From an optimization exercise on the open Yosys and OpenROAD flow, aimed at small area and few clock cycles per item; shortcuts taken in it are not production practice. Only simulation tests tie the RTL to the original design; equivalence was not proved.

==> quartz <==
## angle_position_pid_loop
module angle_position_pid_loop #(
  parameter int ENCODER_BITS   = appl_pkg::ENCODER_BITS_DEF,
  parameter int GAIN_FRAC_BITS = appl_pkg::GAIN_FRAC_BITS_DEF
) (
  input  logic                                clk_i,
  input  logic                                rst_ni,
  input  logic                                in_valid_i,
  output logic                                in_ready_o,
  input  logic [appl_pkg::ENC_W-1:0]          encoder_count_i,
  output logic                                out_valid_o,
  input  logic                                out_ready_i,
  output logic signed [appl_pkg::CUR_W-1:0]   current_ref_o,
  input  logic                                cfg_we_i,
  input  logic [appl_pkg::CFG_IDX_W-1:0]      cfg_idx_i,
  input  logic [appl_pkg::CFG_DATA_W-1:0]     cfg_data_i
);
Settings: LEC_CHECK=0, CAP_MARGIN=20, CORE_MARGIN=2, CORE_UTILIZATION=55, CTS_CLUSTER_DIAMETER=100, CTS_CLUSTER_SIZE=25, PLACE_DENSITY=0.5, SLEW_MARGIN=20, SYNTH_HIERARCHICAL=1; clock period 10.5 ns.
run.sh (not shown) runs the stock make flow with config.mk's settings and CLKGATE_MAP_FILE= SYNTH_SCRIPT=/design/flow/synth_recipe.tcl, a recipe that flattens the netlist after the stock synthesis.
==> zinc: changes against quartz <==
--- a/flow/config.mk
+++ b/flow/config.mk
@@ -7,9 +7,6 @@
 export LEC_CHECK = 0
 export CAP_MARGIN = 20
 export CORE_MARGIN = 2
-export CORE_UTILIZATION = 55
-export CTS_CLUSTER_DIAMETER = 100
-export CTS_CLUSTER_SIZE = 25
-export PLACE_DENSITY = 0.5
+export CORE_UTILIZATION = 70
 export SLEW_MARGIN = 20
 export SYNTH_HIERARCHICAL = 1
==> garnet: changes against quartz <==
--- a/flow/config.mk
+++ b/flow/config.mk
@@ -10,6 +10,5 @@
 export CORE_UTILIZATION = 55
 export CTS_CLUSTER_DIAMETER = 100
 export CTS_CLUSTER_SIZE = 25
-export PLACE_DENSITY = 0.5
 export SLEW_MARGIN = 20
 export SYNTH_HIERARCHICAL = 1
==> comparison table <==
| metric | garnet | zinc | quartz |
|---|---|---|---|
| Status | timing/DRC/antenna clean | timing/DRC/antenna clean | timing/DRC/antenna clean |
| Die H | 255.0 um | 226.5 um | 255.0 um |
| Total met3 wirelength after detailed routing | 11.99 mm | 17.31 mm | 12.14 mm |
| Pre-CTS setup slack | 353.8 ps | 271.9 ps | 326.8 ps |
| Violation count after the first detailed-route iteration | 3282 | 4058 | 3095 |
| Cell Count Post-Placement | 4164 | 3975 | 4168 |
| Number of nets in the finished design | 4090 | 4094 | 4094 |
| Fraction of met1 tracks used by global routing | 51.73% | 58.92% | 51.58% |
| GR met2 Demand/Resource | 59.71% | 73.86% | 60.21% |
| Proportion of layout cells with a drive suffix above 1 | 10.87% | 10.95% | 10.95% |
| Floorplan die width | 255.0 um | 226.5 um | 255.0 um |
| Sequential cell area | 5826 um^2 | 5824 um^2 | 5827 um^2 |
| Data required time at the worst endpoint | 10910 ps | 10960 ps | 10920 ps |
| Drt pass-1 iters | 7 | 7 | 6 |
| # Taps | 846 | 664 | 846 |
| Per-cell routed wire length | 29.18 um | 29.95 um | 29.35 um |
| Period utilisation layout | 92.78% | 95.58% | 93.78% |
| Number of global-route vias before repair | 28.71k | 30.42k | 29.20k |
| Worst Reg2Reg Path Length in Cells | 27 | 26 | 26 |
Testbench counts of quartz, summed over its fixed seeds: cycles 14,544, items 14,400.
Testbench counts of zinc, summed over its fixed seeds: cycles 14,544, items 14,400.
Testbench counts of garnet, summed over its fixed seeds: cycles 14,544, items 14,400.


==> job 4656 <==
angle_position_pid_loop, a different RTL version from the one above (not shown whole).
Settings: LEC_CHECK=0, CAP_MARGIN=20, CORE_MARGIN=2, CORE_UTILIZATION=30, SLEW_MARGIN=20, SYNTH_HIERARCHICAL=1; clock period 10.5 ns.
==> job 7705: changes against job 4656 <==
--- a/flow/config.mk
+++ b/flow/config.mk
@@ -7,6 +7,6 @@
 export LEC_CHECK = 0
 export CAP_MARGIN = 20
 export CORE_MARGIN = 2
-export CORE_UTILIZATION = 30
+export CORE_UTILIZATION = 55
 export SLEW_MARGIN = 20
 export SYNTH_HIERARCHICAL = 1
==> job 8249: changes against job 4656 <==
--- a/flow/config.mk
+++ b/flow/config.mk
@@ -5,8 +5,9 @@
 export SDC_FILE = /design/flow/constraint.sdc
 export NUM_CORES = 4
 export LEC_CHECK = 0
-export CAP_MARGIN = 20
+export CAP_MARGIN = 5
 export CORE_MARGIN = 2
-export CORE_UTILIZATION = 30
-export SLEW_MARGIN = 20
+export CORE_UTILIZATION = 40
+export GPL_TIMING_DRIVEN = 0
+export SLEW_MARGIN = 5
 export SYNTH_HIERARCHICAL = 1
==> job 8212: changes against job 4656 <==
--- a/flow/config.mk
+++ b/flow/config.mk
@@ -7,6 +7,6 @@
 export LEC_CHECK = 0
 export CAP_MARGIN = 20
 export CORE_MARGIN = 2
-export CORE_UTILIZATION = 30
+export CORE_UTILIZATION = 40
 export SLEW_MARGIN = 20
 export SYNTH_HIERARCHICAL = 1
==> notes.md <==
The lowest clock skew belongs to job 7705, the highest to job 8212. Job 7705 finished with timing, DRC and antenna clean. Job 8212 completed without violations. Job 4656 passed the timing, design-rule and antenna checks. Job 8249 completed with no timing, DRC or antenna violations. In area after synthesis, job 7705 and job 4656 do not differ. Hold slack, highest first: job 8249, job 7705, job 4656, job 8212. Worst setup slack: job 8249 < job 7705 < job 8212 < job 4656. Final cell count: job 4656 is higher than job 8212 (9.2%). The lowest register-to-register slack belongs to job 8249, the highest to job 4656.
==> figures <==
| quantity | job 7705 | job 8249 | job 4656 | job 8212 |
|---|---|---|---|---|
| Post-CTS Resized | 0 | 12 | 0 | 0 |
| Path depth of the worst reg2reg path | 30 | 32 | 28 | 31 |
| Required arrival time at the worst endpoint | 10820 ps | 10930 ps | 10850 ps | 10840 ps |
| Tapcells | 864 | 1176 | 1612 | 1176 |
| Synth-to-layout area growth | 5.94% | 15.2% | 9.03% | 7.97% |
| Run status | finished clean | finished clean | finished clean | finished clean |
| Clock transition at path regs | 70 ps | 60 ps | 60 ps | 60 ps |
| Routed WL | 122 mm | 121 mm | 119 mm | 114 mm |
| Period utilization | 0.956 | 0.967 | 0.944 | 0.947 |
| Critical register-to-register path endpoint | current_ref_q[11]$_DFFE_PN_ | current_ref_q[12]$_DFFE_PN_ | current_ref_q[9]$_DFFE_PN_ | current_ref_q[8]$_DFFE_PN_ |
| Post-route standard cell area excluding fillers | 38500 um2 | 41900 um2 | 39600 um2 | 39300 um2 |
| CP peak stage delay | 660 ps | 620 ps | 690 ps | 620 ps |
| Post-DP HPWL | 96.3 mm | 92.9 mm | 92.8 mm | 90.6 mm |
| Number of filler instances in the final layout | 5692 | 8406 | 12300 | 8675 |
| Post CTS Setup Buffer Count | 0 | 8 | 0 | 0 |
| Total number of nets in the final design | 4257 | 4467 | 4280 | 4278 |
| Non-clk bufs | 175 | 376 | 195 | 192 |
| Clock skew | 22.1 ps | 49.3 ps | 35.0 ps | 72.2 ps |
Testbench counts of job 4656, summed over its fixed seeds: cycles 14,544, items 14,400.
Testbench counts of job 7705, summed over its fixed seeds: cycles 14,544, items 14,400.
Testbench counts of job 8249, summed over its fixed seeds: cycles 14,544, items 14,400.
Testbench counts of job 8212, summed over its fixed seeds: cycles 14,544, items 14,400.

afterwards: timing with drivers on the ports:
The results above use ideal ports. As a check the final layouts listed here were re-extracted and re-timed, cells and wires unchanged. Step 1: set_driving_cell puts a clkbuf_16 on clk_i and a buf_2 on each other input, an assumption about the parent block. Step 2, shift: input delay + t, output delay - t, t = (earliest + latest rising clock arrival at the registers) / 2. This alone moves slack from input paths to output paths. Three values: no drivers, after step 1, after step 2; two values: the first two.
run	shift t [ns]	setup slack, ns	worst setup path after step 2	worst register clock-pin slew, ns
quartz	0.613	0.653 / 0.653 / 0.323	input to register	0.11 / 0.11
zinc	0.656	0.464 / 0.464 / 0.084	input to register	0.07 / 0.07
garnet	0.615	0.758 / 0.758 / 0.264	input to register	0.11 / 0.11
job 4656	0.667	0.588 / 0.588 / 0.588	register to register	0.07 / 0.07
job 7705	0.624	0.464 / 0.464 / 0.464	register to register	0.07 / 0.07
job 8249	0.670	0.345 / 0.345 / 0.345	register to register	0.07 / 0.07
job 8212	0.684	0.559 / 0.559 / 0.559	register to register	0.07 / 0.07
After both steps every run listed still meets setup and hold. For garnet, which loses most, drivers alone change the setup slack by 0.000 ns; drivers and shift together by -0.494 ns.
